What follows belongs to an exercise in optimizing a design on an open flow for a short achievable clock period, few clock cycles per item and low power; a production flow would make more cautious choices.
Function was checked by simulation only, so behaviour that the tests miss may differ from the original.
No activity file was given, so power comes from the tool's default toggle rates.

--- flow/design.v ---
package frt_pkg;
  localparam int unsigned FRT_MAX_FRAGS = 64;
  localparam int unsigned FUNC_W    = 1;
  localparam int unsigned KIND_W    = 2;
  localparam int unsigned MSG_W     = 16;
  localparam int unsigned FRAG_W    = 8;
  localparam int unsigned CNT_W     = 7;
  localparam int unsigned BYTES_W   = 16;
  localparam int unsigned OFFSET_W  = 24;
  localparam int unsigned ACTION_W  = 3;
  localparam int unsigned CFG_IDX_W = 2;
  localparam logic [FUNC_W-1:0] FUNC_START  = 1'b0;
  localparam logic [FUNC_W-1:0] FUNC_PACKET = 1'b1;
  localparam logic [KIND_W-1:0] KIND_DATA = 2'd0;
  localparam logic [KIND_W-1:0] KIND_NACK = 2'd1;
  localparam logic [CFG_IDX_W-1:0] CFG_MSG_HDR   = 2'd0;
  localparam logic [CFG_IDX_W-1:0] CFG_PKT_HDR   = 2'd1;
  localparam logic [CFG_IDX_W-1:0] CFG_PAGE      = 2'd2;
  localparam logic [CFG_IDX_W-1:0] CFG_FULL_FRAG = 2'd3;
  typedef enum logic [ACTION_W-1:0] {
    ACT_CLEARED         = 3'd0,
    ACT_ACCEPTED        = 3'd1,
    ACT_IGNORED         = 3'd2,
    ACT_DROPPED         = 3'd3,
    ACT_RESEND          = 3'd4,
    ACT_NACK_UNANSWERED = 3'd5,
    ACT_OTHER           = 3'd6
  } action_e;
endpackage
module fragment_reassembly_tracker_core #(
  parameter int unsigned MAX_FRAGS = frt_pkg::FRT_MAX_FRAGS
) (
  input  logic                            clk_i,
  input  logic                            rst_ni,
  input  logic                            cfg_we_i,
  input  logic [frt_pkg::CFG_IDX_W-1:0]   cfg_index_i,
  input  logic [frt_pkg::BYTES_W-1:0]     cfg_data_i,
  input  logic                            in_valid_i,
  output logic                            in_ready_o,
  input  logic [frt_pkg::FUNC_W-1:0]      func_i,
  input  logic [frt_pkg::KIND_W-1:0]      packet_kind_i,
  input  logic [frt_pkg::MSG_W-1:0]       message_number_i,
  input  logic [frt_pkg::FRAG_W-1:0]      fragment_number_i,
  input  logic [frt_pkg::CNT_W-1:0]       total_fragments_i,
  input  logic [frt_pkg::BYTES_W-1:0]     fragment_bytes_i,
  input  logic [frt_pkg::BYTES_W-1:0]     header_bytes_i,
  input  logic [frt_pkg::BYTES_W-1:0]     max_data_bytes_i,
  input  logic                            request_pending_i,
  output logic                            out_valid_o,
  input  logic                            out_ready_i,
  output logic [frt_pkg::ACTION_W-1:0]    action_o,
  output logic [frt_pkg::OFFSET_W-1:0]    page_offset_o,
  output logic [frt_pkg::BYTES_W-1:0]     copy_bytes_o,
  output logic [frt_pkg::BYTES_W-1:0]     resend_fragment_bytes_o,
  output logic                            message_complete_o
);
  localparam int unsigned IdxW     = (MAX_FRAGS > 1) ? $clog2(MAX_FRAGS) : 1;
  localparam int unsigned BW       = frt_pkg::BYTES_W;
  localparam int unsigned AluW     = frt_pkg::OFFSET_W;
  localparam int unsigned DivW     = BW + 1;
  localparam int unsigned MulSteps = frt_pkg::FRAG_W;
  localparam int unsigned StepW    = $clog2(DivW + 1);
  localparam logic [2:0] S_IDLE = 3'd0;
  localparam logic [2:0] S_EVAL = 3'd1;
  localparam logic [2:0] S_MUL  = 3'd2;
  localparam logic [2:0] S_OFFS = 3'd3;
  localparam logic [2:0] S_DIV  = 3'd4;
  localparam logic [2:0] S_RSUM = 3'd5;
  localparam logic [2:0] S_DONE = 3'd6;
  function automatic logic [BW-1:0] sub_sat(input logic [BW-1:0] a, input logic [BW-1:0] b);
    sub_sat = (a > b) ? a - b : '0;
  endfunction
  logic [2:0] state_q, state_d;
  logic [BW-1:0] mh_q, ph_q, page_q, full_q;
  logic [frt_pkg::FUNC_W-1:0]  func_q;
  logic [frt_pkg::KIND_W-1:0]  kind_q;
  logic [frt_pkg::MSG_W-1:0]   msg_q;
  logic [frt_pkg::FRAG_W-1:0]  frag_q;
  logic [frt_pkg::CNT_W-1:0]   total_q;
  logic [BW-1:0]               fbytes_q, hbytes_q, maxd_q;
  logic                        pend_q;
  logic [frt_pkg::MSG_W-1:0]   cur_msg_q, cur_msg_d;
  logic                        active_q, active_d;
  logic [MAX_FRAGS-1:0]        map_q, map_d;
  logic [frt_pkg::CNT_W-1:0]   count_q, count_d;
  logic [BW-1:0]               first_q, first_d;
  logic [AluW-1:0]             acc_q, mcand_q;
  logic [frt_pkg::FRAG_W-1:0]  mplier_q;
  logic [BW-1:0]               rem_q;
  logic [DivW-1:0]             dvd_q;
  logic [StepW-1:0]            step_q, step_d;
  logic                        need_div_q, need_div_d;
  logic                        need_rsum_q, need_rsum_d;
  logic                        is_nack_q, is_nack_d;
  frt_pkg::action_e            res_action_q;
  logic [AluW-1:0]             res_offset_q;
  logic [BW-1:0]               res_copy_q, res_resend_q;
  logic                        res_complete_q;
  logic                        out_valid_q, out_valid_d;
  frt_pkg::action_e            out_action_q;
  logic [AluW-1:0]             out_offset_q;
  logic [BW-1:0]               out_copy_q, out_resend_q;
  logic                        out_complete_q;
  logic                        in_accept, out_free;
  logic [frt_pkg::MSG_W-1:0]   next_msg;
  logic                        opens, frag_zero, new_open, frag_in, seen, msg_match, msg_only;
  logic [IdxW-1:0]             frag_idx;
  logic [BW-1:0]               data_len, zero_len;
  logic [frt_pkg::CNT_W-1:0]   count_inc;
  logic [MAX_FRAGS-1:0]        base_map;
  logic [frt_pkg::FRAG_W:0]    frag_p1, total_ext;
  logic                        last_frag, more_frags;
  logic [DivW-1:0]             mod_sum;
  frt_pkg::action_e            eval_action;
  logic [BW-1:0]               eval_copy, eval_resend, eval_first;
  logic                        eval_complete, eval_mul, eval_div, eval_rsum;
  logic                        eval_accept, eval_set_first;
  logic [frt_pkg::FRAG_W-1:0]  eval_mplier;
  logic [AluW-1:0]             alu_a, alu_b;
  logic                        alu_sub;
  logic [AluW:0]               alu_r;
  logic                        alu_neg;
  logic [DivW-1:0]             div_sh;
  logic [BW-1:0]               div_rem_next;
  assign in_ready_o = (state_q == S_IDLE);
  assign in_accept  = in_valid_i && in_ready_o;
  assign out_free   = !out_valid_q || out_ready_i;
  assign next_msg   = cur_msg_q + frt_pkg::MSG_W'(1);
  assign opens      = !active_q || (next_msg == msg_q);
  assign frag_zero  = (frag_q == '0);
  assign new_open   = opens && frag_zero && pend_q;
  assign frag_in    = (frag_q < frt_pkg::FRAG_W'(MAX_FRAGS));
  assign frag_idx   = frag_q[IdxW-1:0];
  assign seen       = !new_open && map_q[frag_idx];
  assign msg_match  = new_open || (active_q && (cur_msg_q == msg_q));
  assign msg_only   = frag_zero && ({1'b0, fbytes_q} == ({1'b0, ph_q} + {1'b0, mh_q}));
  assign data_len   = sub_sat(fbytes_q, hbytes_q);
  assign zero_len   = sub_sat(data_len, mh_q);
  assign count_inc  = (new_open ? '0 : count_q) + frt_pkg::CNT_W'(1);
  assign base_map   = new_open ? '0 : map_q;
  assign frag_p1    = {1'b0, frag_q} + (frt_pkg::FRAG_W + 1)'(1);
  assign total_ext  = (frt_pkg::FRAG_W + 1)'(total_q);
  assign last_frag  = (frag_p1 == total_ext);
  assign more_frags = (frag_p1 < total_ext);
  assign mod_sum    = {1'b0, mh_q} + {1'b0, page_q};
  always_comb begin
    eval_action    = frt_pkg::ACT_IGNORED;
    eval_copy      = '0;
    eval_resend    = '0;
    eval_first     = '0;
    eval_complete  = 1'b0;
    eval_mul       = 1'b0;
    eval_div       = 1'b0;
    eval_rsum      = 1'b0;
    eval_accept    = 1'b0;
    eval_set_first = 1'b0;
    eval_mplier    = frag_q;
    if (func_q == frt_pkg::FUNC_START) begin
      eval_action = frt_pkg::ACT_CLEARED;
    end else if (kind_q == frt_pkg::KIND_NACK) begin
      if (pend_q) begin
        eval_action = frt_pkg::ACT_RESEND;
        eval_mul    = !frag_zero;
        if (frag_zero) begin
          eval_copy = sub_sat(maxd_q, mh_q);
        end else if (last_frag) begin
          if (maxd_q == '0) begin
            eval_copy = mod_sum[DivW-1] ? '1 : mod_sum[BW-1:0];
          end else begin
            eval_div = 1'b1;
          end
        end else begin
          eval_copy = maxd_q;
        end
        if (more_frags) begin
          eval_resend = full_q;
        end else begin
          eval_rsum = 1'b1;
        end
      end else begin
        eval_action = frt_pkg::ACT_NACK_UNANSWERED;
      end
    end else if (kind_q != frt_pkg::KIND_DATA) begin
      eval_action = frt_pkg::ACT_OTHER;
    end else if (opens && !new_open) begin
      eval_action = frt_pkg::ACT_IGNORED;
    end else if (!msg_match) begin
      eval_action = frt_pkg::ACT_IGNORED;
    end else if (!frag_in) begin
      eval_action = frt_pkg::ACT_DROPPED;
    end else if (seen) begin
      eval_action = frt_pkg::ACT_IGNORED;
    end else if (!msg_only && frag_zero && !pend_q) begin
      eval_action = frt_pkg::ACT_DROPPED;
    end else begin
      eval_action   = frt_pkg::ACT_ACCEPTED;
      eval_accept   = 1'b1;
      eval_complete = (count_inc == total_q);
      if (msg_only) begin
        eval_set_first = 1'b1;
      end else if (frag_zero) begin
        eval_set_first = 1'b1;
        eval_first     = zero_len;
        eval_copy      = zero_len;
      end else begin
        eval_copy   = data_len;
        eval_mul    = 1'b1;
        eval_mplier = frag_q - frt_pkg::FRAG_W'(1);
      end
    end
  end
  assign div_sh = {rem_q, dvd_q[DivW-1]};
  always_comb begin
    alu_a   = '0;
    alu_b   = '0;
    alu_sub = 1'b0;
    case (state_q)
      S_MUL: begin
        alu_a = acc_q;
        alu_b = mcand_q;
      end
      S_OFFS: begin
        alu_a   = acc_q;
        alu_b   = is_nack_q ? AluW'(mh_q) : AluW'(first_q);
        alu_sub = is_nack_q;
      end
      S_DIV: begin
        alu_a   = AluW'(div_sh);
        alu_b   = AluW'(maxd_q);
        alu_sub = 1'b1;
      end
      S_RSUM: begin
        alu_a = AluW'(ph_q);
        alu_b = AluW'(res_copy_q);
      end
      default: begin
        alu_sub = 1'b0;
      end
    endcase
  end
  assign alu_r        = {1'b0, alu_a} + (alu_sub ? ~{1'b0, alu_b} : {1'b0, alu_b})
                      + (AluW + 1)'(alu_sub);
  assign alu_neg      = alu_r[AluW];
  assign div_rem_next = alu_neg ? div_sh[BW-1:0] : alu_r[BW-1:0];
  always_comb begin
    state_d     = state_q;
    step_d      = step_q;
    need_div_d  = need_div_q;
    need_rsum_d = need_rsum_q;
    is_nack_d   = is_nack_q;
    cur_msg_d   = cur_msg_q;
    active_d    = active_q;
    map_d       = map_q;
    count_d     = count_q;
    first_d     = first_q;
    out_valid_d = out_valid_q;
    if (out_ready_i) begin
      out_valid_d = 1'b0;
    end
    case (state_q)
      S_IDLE: begin
        if (in_accept) begin
          state_d = S_EVAL;
        end
      end
      S_EVAL: begin
        step_d      = '0;
        need_div_d  = eval_div;
        need_rsum_d = eval_rsum;
        is_nack_d   = (kind_q == frt_pkg::KIND_NACK);
        if (func_q == frt_pkg::FUNC_START) begin
          cur_msg_d = '0;
          active_d  = 1'b0;
          map_d     = '0;
          count_d   = '0;
          first_d   = '0;
        end else if (eval_accept) begin
          cur_msg_d       = msg_q;
          active_d        = 1'b1;
          map_d           = base_map;
          map_d[frag_idx] = 1'b1;
          count_d         = count_inc;
          if (eval_set_first) begin
            first_d = eval_first;
          end
        end
        if (eval_mul) begin
          state_d = S_MUL;
        end else if (eval_rsum) begin
          state_d = S_RSUM;
        end else begin
          state_d = S_DONE;
        end
      end
      S_MUL: begin
        step_d = step_q + StepW'(1);
        if (step_q == StepW'(MulSteps - 1)) begin
          state_d = S_OFFS;
        end
      end
      S_OFFS: begin
        step_d = '0;
        if (need_div_q) begin
          state_d = S_DIV;
        end else if (need_rsum_q) begin
          state_d = S_RSUM;
        end else begin
          state_d = S_DONE;
        end
      end
      S_DIV: begin
        step_d = step_q + StepW'(1);
        if (step_q == StepW'(DivW - 1)) begin
          state_d = need_rsum_q ? S_RSUM : S_DONE;
        end
      end
      S_RSUM: begin
        state_d = S_DONE;
      end
      S_DONE: begin
        if (out_free) begin
          out_valid_d = 1'b1;
          state_d     = S_IDLE;
        end
      end
      default: begin
        state_d = S_IDLE;
      end
    endcase
  end
  always_ff @(posedge clk_i or negedge rst_ni) begin
    if (!rst_ni) begin
      state_q     <= S_IDLE;
      mh_q        <= BW'(32);
      ph_q        <= BW'(28);
      page_q      <= BW'(4096);
      full_q      <= BW'(1500);
      step_q      <= '0;
      need_div_q  <= 1'b0;
      need_rsum_q <= 1'b0;
      is_nack_q   <= 1'b0;
      cur_msg_q   <= '0;
      active_q    <= 1'b0;
      map_q       <= '0;
      count_q     <= '0;
      first_q     <= '0;
      out_valid_q <= 1'b0;
    end else begin
      state_q     <= state_d;
      step_q      <= step_d;
      need_div_q  <= need_div_d;
      need_rsum_q <= need_rsum_d;
      is_nack_q   <= is_nack_d;
      cur_msg_q   <= cur_msg_d;
      active_q    <= active_d;
      map_q       <= map_d;
      count_q     <= count_d;
      first_q     <= first_d;
      out_valid_q <= out_valid_d;
      if (cfg_we_i) begin
        case (cfg_index_i)
          frt_pkg::CFG_MSG_HDR:   mh_q   <= cfg_data_i;
          frt_pkg::CFG_PKT_HDR:   ph_q   <= cfg_data_i;
          frt_pkg::CFG_PAGE:      page_q <= cfg_data_i;
          frt_pkg::CFG_FULL_FRAG: full_q <= cfg_data_i;
          default: begin
            mh_q <= mh_q;
          end
        endcase
      end
    end
  end
  always_ff @(posedge clk_i) begin
    if (in_accept) begin
      func_q   <= func_i;
      kind_q   <= packet_kind_i;
      msg_q    <= message_number_i;
      frag_q   <= fragment_number_i;
      total_q  <= total_fragments_i;
      fbytes_q <= fragment_bytes_i;
      hbytes_q <= header_bytes_i;
      maxd_q   <= max_data_bytes_i;
      pend_q   <= request_pending_i;
    end
    case (state_q)
      S_EVAL: begin
        res_action_q   <= eval_action;
        res_offset_q   <= '0;
        res_copy_q     <= eval_copy;
        res_resend_q   <= eval_resend;
        res_complete_q <= eval_complete;
        acc_q          <= '0;
        mcand_q        <= AluW'(maxd_q);
        mplier_q       <= eval_mplier;
        rem_q          <= '0;
        dvd_q          <= mod_sum;
      end
      S_MUL: begin
        if (mplier_q[0]) begin
          acc_q <= alu_r[AluW-1:0];
        end
        mcand_q  <= {mcand_q[AluW-2:0], 1'b0};
        mplier_q <= {1'b0, mplier_q[frt_pkg::FRAG_W-1:1]};
      end
      S_OFFS: begin
        res_offset_q <= (is_nack_q && alu_neg) ? '0 : alu_r[AluW-1:0];
      end
      S_DIV: begin
        rem_q <= div_rem_next;
        dvd_q <= {dvd_q[DivW-2:0], 1'b0};
        if (step_q == StepW'(DivW - 1)) begin
          res_copy_q <= div_rem_next;
        end
      end
      S_RSUM: begin
        res_resend_q <= (alu_r[AluW:BW] != '0) ? '1 : alu_r[BW-1:0];
      end
      S_DONE: begin
        if (out_free) begin
          out_action_q   <= res_action_q;
          out_offset_q   <= res_offset_q;
          out_copy_q     <= res_copy_q;
          out_resend_q   <= res_resend_q;
          out_complete_q <= res_complete_q;
        end
      end
      default: begin
        rem_q <= rem_q;
      end
    endcase
  end
  assign out_valid_o             = out_valid_q;
  assign action_o                = out_action_q;
  assign page_offset_o           = out_offset_q;
  assign copy_bytes_o            = out_copy_q;
  assign resend_fragment_bytes_o = out_resend_q;
  assign message_complete_o      = out_complete_q;
endmodule
--- flow/run.sh ---
#!/bin/bash
# synth_recipe.tcl (not shown) runs the flow's synth.tcl, then flattens the netlist and writes it again
# the make line also repeats each setting of config.mk as NAME=value (left out here)
make -C /OpenROAD-flow-scripts/flow DESIGN_CONFIG=/design/flow/config.mk WORK_HOME=/design/flow/orfs CLKGATE_MAP_FILE= SYNTH_SCRIPT=/design/flow/synth_recipe.tcl finish
--- flow/config.mk ---
export PLATFORM = sky130hd
export DESIGN_NAME = fragment_reassembly_tracker_core
export DESIGN_NICKNAME = fragment_reassembly_tracker_core
export VERILOG_FILES = /design/flow/design.v
export SDC_FILE = /design/flow/constraint.sdc
export NUM_CORES = 4
export LEC_CHECK = 0
export CAP_MARGIN = 20
export CORE_MARGIN = 2
export CORE_UTILIZATION = 40
export PLACE_DENSITY = 0.6
export SLEW_MARGIN = 20
--- flow/constraint.sdc ---
create_clock -name core_clock -period 7.5 [get_ports {clk_i}]
set_input_delay 1.5000 -clock core_clock [delete_from_list [all_inputs] [get_ports {clk_i}]]
set_output_delay 1.5000 -clock core_clock [all_outputs]
set_load 0.01 [all_outputs]
==> impl_metrics.ini <==
[setup_path]
worst_setup_path_start_kind = flip-flop
reg2regPathDepth = 24
required_ns = 8.05
arrival_ns = 6.71
cp_slowest_cell = nor4b_4
crit_chain = inv_1 -> ha_1 -> inv_1 -> fa_1 -> a21o_1 -> a21oi_1 -> o21ai_0 -> a21oi_1 -> o21bai_1 -> a2111o_1 -> nand2_1 -> nor2_1 -> ha_1 -> nor2b_1 -> o21ai_0 -> a21o_1 -> a211oi_1 -> nor3_1 -> o21ai_0 -> a21oi_1 -> a211oi_2 -> buf_4 -> nor4b_4 -> a22o_1
slowest_delay_ns = 0.68
cp-startpoint = fbytes_q[0]$_DFFE_PP_
reg2reg_slack_ns = 1.34
path_class = flip-flop to flip-flop
cp_max_fo = 16
cp-end-kind = flip-flop
endpoint = first_q[12]$_DFFE_PN0P_
reg2reg_to = first_q[12]$_DFFE_PN0P_
rr_startpoint = fbytes_q[0]$_DFFE_PP_

[yosys]
synth_common_cells = edfxtp_1, nand2_1, nor2_1
yosys-top-cells-area = edfxtp_1, dfrtp_1, ha_1, xnor2_1, nand2_1
async_reset_ff_share_pct = 38.1
yosysMostFrequentCell = edfxtp_1
synth_seq_cells = 472
syn_area_per_cell_um2 = 10.9
syn_nets = 2664
synth_edf_count = 292
ys_types = 94
syn_area_um2 = 26600
yosysSeqAreaShare_pct = 50.0
yosysWarnings = 1
ys.flop_type = edfxtp_1
synth_area_leader_cell = edfxtp_1
syn_inst = 2430
netlist.area_leader.share_pct = 33.0

[job]
cap_violations = 0

[pwr]
pwr-share-clk_pct = 23.2
leakage_nw = 12.2
seqPwrFrac_pct = 35.0
vdd_drop_max_v = 0.000172
powerDensity_nw_per_um2 = 371
switching_power_w = 0.00470
p_int_w = 0.00678
sw_frac_of_total_pct = 41.0
p_comb_share_pct = 41.9

[timing]
final_hold_viol_count = 0
drv_slew = 0
maxSlewHeadroom_pct = 29.3
max_slew.worst_pin.slew_ns = 1.06
fin_crit_sh_pct = 82.2
final-setup-viol-count = 0
grt_setup_unrepaired = false
fin_setup_tns_ns = 0
max_freq_mhz = 162
finalCriticalPeriod_ns = 6.16
whs_ns = 0.417
skew_ns = 0.0202

[grt]
grt_pass1_vias = 20100
grt_max_degree = 115
grtUsageTotal_pct = 24.2
antenna_found_initial = 0
overflow = 0
grt_pass1_wl_mm = 126

[floorplan]
die-area_um2 = 68500
fp.dieH_um = 262
rows = 94
core_um2 = 65700
fp.dieW_um = 262
io_pins = 168
start_util_pct = 40.4

[placement]
place_area_um2 = 29100
place.port_buffers = 167
gp_congestion = 0.965
hpwl_mm = 63.6

[clock_network]
root_buffer = clkbuf_16
tritoncts = yes
clk_pin_slew_ns = 0.07
htree_levels = 2
cts_hold_buf = 0
cts.path.max_buffers = 3
cts_setup_buffers = 0
cts.sinks = 472
post_cts_resized = 0
numCtsBuffers = 53
clkLatencyLatePin_ns = 0.62

[finish]
layout.nets = 2795
fin_util_pct = 47.0
design_area_um2 = 30900
drive_above_1_share_pct = 10.1
area_growth_pct = 16.3

[detailed_routing]
drt_wl_total_mm = 83.8
avgViaCountPerCell = 5.88
via_count = 20400
avgRoutedWirePerCell_um = 24.1
drc = 0
dr.pass1.iters = 13
drt-initial-drc-count = 2149
postRouteAntennaNets = 0

[hold_path]
min_path_type = flip-flop to flip-flop
min_path_cells = 0

[run_status]
status = finished clean
area by class of cell:
cell class              instances  area (um2)
fillers                      5968       34800
flip-flops and latches        472       13300
multi-input cells            1742       12500
repair buffers                196        1900
clock buffers                  75        1530
well taps                     864        1080
inverters                      96         360
clock inverters                25         264
diodes                          1        2.50
worst min-delay path by stage:
stage,from,to
floorplan,res_action_q[0]$_SDFFCE_PN0P_,out_action_q[0]$_DFFE_PP_
global placement,res_offset_q[18]$_SDFFCE_PP0P_,out_offset_q[18]$_DFFE_PP_
detailed placement,res_offset_q[4]$_SDFFCE_PP0P_,out_offset_q[4]$_DFFE_PP_
CTS,res_offset_q[4]$_SDFFCE_PP0P_,out_offset_q[4]$_DFFE_PP_
global route,res_action_q[0]$_SDFFCE_PN0P_,out_action_q[0]$_DFFE_PP_
finish,res_offset_q[4]$_SDFFCE_PP0P_,out_offset_q[4]$_DFFE_PP_
layout by cell type, fill, tap and decap left out, drive strengths merged, types with 48 or more instances in the layout:
cell             n
a21o            48
a21oi          149
a32o            64
clkbuf          75
clkdlybuf4s50  166
dfrtp          168
edfxtp         292
ha             122
inv             99
mux2            50
nand2          213
nand3           57
nor2           187
o21ai          124
xnor2          101
xor2            50
power groups by stage:
stage	registers (W)	clock network, W	logic, W
6_report	0.00402	0.00266	0.00481
5_1_grt	0.00407	0.00282	0.00521
4_1_cts	0.00401	0.00271	0.00478
3_5_place_dp	0.00406	0	0.00475
3_3_place_gp	0.00405	0	0.00474
2_1_floorplan	0.00382	0	0.00323
routing by layer:
layer / vias up / wire length (um) / GRT usage [%]
met1: 10200 / 37300 / 33.6
met2: 721 / 39800 / 40.3
met4: 0 / 2040 / 6.19
li1: 9395 / - / -
met5: - / 0 / 0
met3: 118 / 4600 / 3.01
state kept, by name, indices dropped and copies added, names as in the netlist, 17 cells and up:
register      cells
mcand_q          24
map_q            64
out_offset_q     24
acc_q            24
dvd_q            17
res_offset_q     24
through the flow:
stage / power (W) / worst slack, ns / instances
2_1_floorplan: 0.00705 / 2.03 / 2430
3_3_place_gp: 0.00879 / 1.58 / 3370
3_5_place_dp: 0.00881 / 1.42 / 3370
4_1_cts: 0.0115 / 1.37 / 3470
5_1_grt: 0.0121 / 0.872 / 3470
6_report: 0.0115 / 1.34 / 3471
cell families after synthesis:
family | Yosys count | synth area share [%]
adders and majority gates | 128 | 6.19
muxes | 101 | 4.89
buffers and inverters | 216 | 3.30
AOI/OAI and AO/OA | 642 | 17.2
DFF | 472 | 50.0
and+or+nand+nor | 720 | 13.4
xor gates and xnor gates | 151 | 5.00
critical path, delay by kind of cell, from the launching register on:
| kind | cells | cell delay (ns) |
|---|---|---|
| DFF | 1 | 0.43 |
| buffers and inverters | 3 | 0.42 |
| and+or+nand+nor | 5 | 1.49 |
| AOI/OAI and AO/OA | 13 | 2.79 |
| adders and majority gates | 3 | 0.95 |
Testbench counts, summed over its fixed seeds: cycles 30,625, items 3,355.

-- afterwards: timing with drivers on the ports --
The results above use ideal ports. As a check the final layout listed here was re-extracted and re-timed, cells and wires unchanged. Step 1, drivers: a clkbuf_16 drives clk_i and a buf_2 each remaining input, both assumed. Step 2 adds t to the input delays and takes it off the output delays; t is the mean of the earliest and latest rising clock arrival at the registers after step 1. Input paths then give back, and output paths get back, about the clock's delay inside the block. Slacks: no drivers / after step 1 / after step 2; pairs: no drivers / after step 1.
shift t [ns]: 0.666
setup slack, ns: 1.336 / 1.336 / 1.336
worst setup path at the end: register to register
After both steps this run still meets setup and hold. The setup slack of this run moves by 0.000 ns with the drivers and by 0.000 ns with both steps.
